Background: an optimization exercise with open tools, aiming at small area, a short achievable clock period and few clock cycles per item. Do not read the settings as production practice.
Function was checked by simulation only, so behaviour that the tests miss may differ from the original.
Power figures rest on the tool's default switching activity, not on a simulated workload.

## the baseline
// pi_speed_controller_with_position_core
module pi_speed_controller_with_position_core #(
    parameter int GEAR_MODULUS   = pisc_pkg::GEAR_MODULUS_DEF,
    parameter int INTEGRAL_LIMIT = pisc_pkg::INTEGRAL_LIMIT_DEF
) (
    input  logic                          i_clk,
    input  logic                          i_rst_n,
    input  logic                          i_s_tvalid,
    output logic                          o_s_tready,
    input  logic [pisc_pkg::IN_W-1:0]     i_s_tdata,
    output logic                          o_m_tvalid,
    input  logic                          i_m_tready,
    output logic [pisc_pkg::OUT_W-1:0]    o_m_tdata,
    input  logic                          psel,
    input  logic                          penable,
    input  logic                          pwrite,
    input  logic [pisc_pkg::APB_AW-1:0]   paddr,
    input  logic [pisc_pkg::APB_DW-1:0]   pwdata,
    output logic [pisc_pkg::APB_DW-1:0]   prdata,
    output logic                          pready
);
make LEC_CHECK=0 ABC_CLOCK_PERIOD_IN_PS=5000 CAP_MARGIN=20 CORE_MARGIN=2 CORE_UTILIZATION=40 SETUP_SLACK_MARGIN=4.5 SLEW_MARGIN=20 finish   # period 10.0 ns
run.sh (not shown) runs the stock make flow with config.mk's settings and CLKGATE_MAP_FILE= SYNTH_SCRIPT=/design/flow/synth_recipe.tcl, a recipe that flattens the netlist after the stock synthesis.
Having completed the whole flow, the baseline delivered a layout that passed the timing, DRC and antenna checks.
Testbench counts of the baseline, summed over its fixed seeds: cycles 2,080, items 2,048.
The following lists how the candidate was set up differently from the baseline:
-- flow/config.mk --
<<< the baseline, line 8
export ABC_CLOCK_PERIOD_IN_PS = 5000
>>> the candidate, line 8
<<< the baseline, line 12
export SETUP_SLACK_MARGIN = 4.5
>>> the candidate, line 11
[summary]
- On initial antenna violation count, the baseline and the candidate are neck and neck.
- Per the comparison of the candidate with the baseline, setup slack fell 1270 ps, met2 wirelength from detailed routing fell about 9%, number of detailed-routing iterations run before antenna repair rose 2, area of all placed cells without fillers fell 6.9%, synthesis-to-finish area growth fell 8.4 points.
- On the candidate: portion of the clock cycle consumed by the worst path in the final layout is 13 points higher than what the baseline gave.
- The candidate ends up with a leakage power that is 1.0 nW lower than in the baseline.
- [the candidate] switching fraction of total power rose 0.99 points relative to the baseline
- Die area came out exactly the same in the baseline and the candidate.
- Of the baseline and the candidate, the baseline shows the higher number of clock-tree buffers in the layout, with the candidate below it.


Another version of the RTL of pi_speed_controller_with_position_core (not shown whole).
For scale: about 2,800 cells after synthesis, roughly 27,000 um^2 of cells after synthesis.
clock: 10.0 ns
lec_check: 0
cap_margin: 20
core_margin: 2
core_utilization: 60
cts_buf_list: sky130_fd_sc_hd__clkbuf_16
cts_cluster_diameter: 80
cts_cluster_size: 20
setup_slack_margin: 5.0
slew_margin: 20
standard.sh (not shown) runs the stock make flow with config.mk's settings and CLKGATE_MAP_FILE= SYNTH_SCRIPT=/design/flow/synth_recipe.tcl, a recipe that flattens the netlist after the stock synthesis.
==> flow/flow/run.sh <==
#!/bin/bash
# The standard layout, with plain buf_1 cells as the port buffers (the
# standard flow's buffer_ports picks a slow delay cell for them).
set -euo pipefail
export BUFFER_PORTS_ARGS="-buffer_cell sky130_fd_sc_hd__buf_1"
bash standard.sh > standard.log 2>&1
The first run ran to the end with no violations.
Testbench counts at the start, summed over its fixed seeds: cycles 2,080, items 2,048.
Edit:
==> flow/flow/run.sh (replaced) <==
#!/bin/bash
# The standard layout, with plain buf_1 cells as the port buffers (the
# standard flow's buffer_ports picks a slow delay cell for them) and timing
# repair aiming 5.6 ns past the clock constraint.
set -euo pipefail
export BUFFER_PORTS_ARGS="-buffer_cell sky130_fd_sc_hd__buf_1"
export SETUP_SLACK_MARGIN=5.6
bash standard.sh > standard.log 2>&1
--- a/flow/config.mk
+++ b/flow/config.mk
@@ -12,4 +12,3 @@
 export CTS_CLUSTER_DIAMETER = 80
 export CTS_CLUSTER_SIZE = 20
-export SETUP_SLACK_MARGIN = 5.0
 export SLEW_MARGIN = 20
Outcome: Utilization is higher by 4.8 points; routed wire length rises by 11%; cell area grows by 7.2%; sequential share of layout area is lower by 1.9 points; combinational power rises by 17%; global-route usage goes up by 2.3 points; synthesized area does not change.
Edit:
==> flow/flow/run.sh (replaced) <==
#!/bin/bash
# The standard layout, with plain buf_1 cells as the port buffers (the
# standard flow's buffer_ports picks a slow delay cell for them).
set -euo pipefail
export BUFFER_PORTS_ARGS="-buffer_cell sky130_fd_sc_hd__buf_1"
bash standard.sh > standard.log 2>&1
--- a/flow/config.mk
+++ b/flow/config.mk
@@ -8,7 +8,10 @@
 export CAP_MARGIN = 20
 export CORE_MARGIN = 2
-export CORE_UTILIZATION = 60
+export CORE_UTILIZATION = 65
 export CTS_BUF_LIST = sky130_fd_sc_hd__clkbuf_16
 export CTS_CLUSTER_DIAMETER = 80
 export CTS_CLUSTER_SIZE = 20
+export PLACE_DENSITY = 0.7
+export SETUP_SLACK_MARGIN = 5.0
 export SLEW_MARGIN = 20
+export TNS_END_PERCENT = 20
The new run passed the timing, DRC and antenna checks. Setup slack is about the same. Die area decreases by 7.6%. Via count decreases by 5.8%. Utilization decreases by 0.80 points. Critical path depth decreases by 2.


Another version of the RTL of pi_speed_controller_with_position_core (not shown whole).
Size: roughly 2,800 cells after synthesis, roughly 350 flip-flops, ~250 I/O pins.
Settings: LEC_CHECK=0, CAP_MARGIN=20, CORE_MARGIN=2, CORE_UTILIZATION=60, SETUP_SLACK_MARGIN=5.0, SLEW_MARGIN=20; clock period 10.0 ns.
==> flow/flow/run.sh <==
#!/bin/bash
# The standard layout, with plain buf_2 cells as the port buffers (the
# standard flow's buffer_ports picks a slow delay cell for them).
set -euo pipefail
export BUFFER_PORTS_ARGS="-buffer_cell sky130_fd_sc_hd__buf_2"
bash standard.sh > standard.log 2>&1
The first run completed without violations.
Testbench counts at the start, summed over its fixed seeds: cycles 2,080, items 2,048.
Change:
==> flow/flow/run.sh (replaced) <==
#!/bin/bash
# The standard layout, with plain buf_1 cells as the port buffers (the
# standard flow's buffer_ports picks a slow delay cell for them).
set -euo pipefail
export BUFFER_PORTS_ARGS="-buffer_cell sky130_fd_sc_hd__buf_1"
bash standard.sh > standard.log 2>&1
Settings changed: CTS_BUF_LIST set to sky130_fd_sc_hd__clkbuf_16, CTS_CLUSTER_DIAMETER set to 80, CTS_CLUSTER_SIZE set to 20.
Result: Synthesized area stays the same; design area went down by 3.5%; die area stays the same; setup slack gets better by 0.0096 ns; wire length went down by 2.4%; clock power went down by 33%; register-to-register slack barely changes.

==> static timing again, ports no longer ideal <==
How much do the figures lean on ideal ports? The routed layouts below were timed once more, with nothing changed but the port constraints. Step 1, drivers: a clkbuf_16 drives i_clk and a buf_2 each remaining input, both assumed. Step 2 times the ports against the registers' clock, not the clock port: input delays grow and output delays shrink by t, the midpoint of the rising clock arrivals with the driver on. Slacks: ideal / step 1 / step 2; pairs: ideal / step 1.
run	t (ns)	setup WS [ns]	worst setup path after step 2	clock arrival spread, ns	worst slew at a driven data input, ns
the baseline	0.621	3.360 / 3.360 / 3.360	register to register	0.020 / 0.021	0.07
the candidate	0.643	2.085 / 2.085 / 2.085	register to register	0.024 / 0.025	0.07
the first run of note 2	0.621	5.086 / 5.061 / 4.782	input to register	0.035 / 0.035	0.08
the second run of note 2	0.669	5.052 / 5.052 / 5.052	register to register	0.027 / 0.027	0.16
the third run of note 2	0.627	5.054 / 5.045 / 4.729	input to register	0.033 / 0.033	0.07
the first run of note 3	0.627	4.626 / 4.626 / 4.601	input to register	0.046 / 0.045	0.10
the second run of note 3	0.652	4.635 / 4.635 / 4.631	input to register	0.032 / 0.032	0.11
After both steps every run listed still meets setup and hold. For the third run of note 2, which loses most, drivers alone change the setup slack by -0.009 ns; drivers and shift together by -0.325 ns.
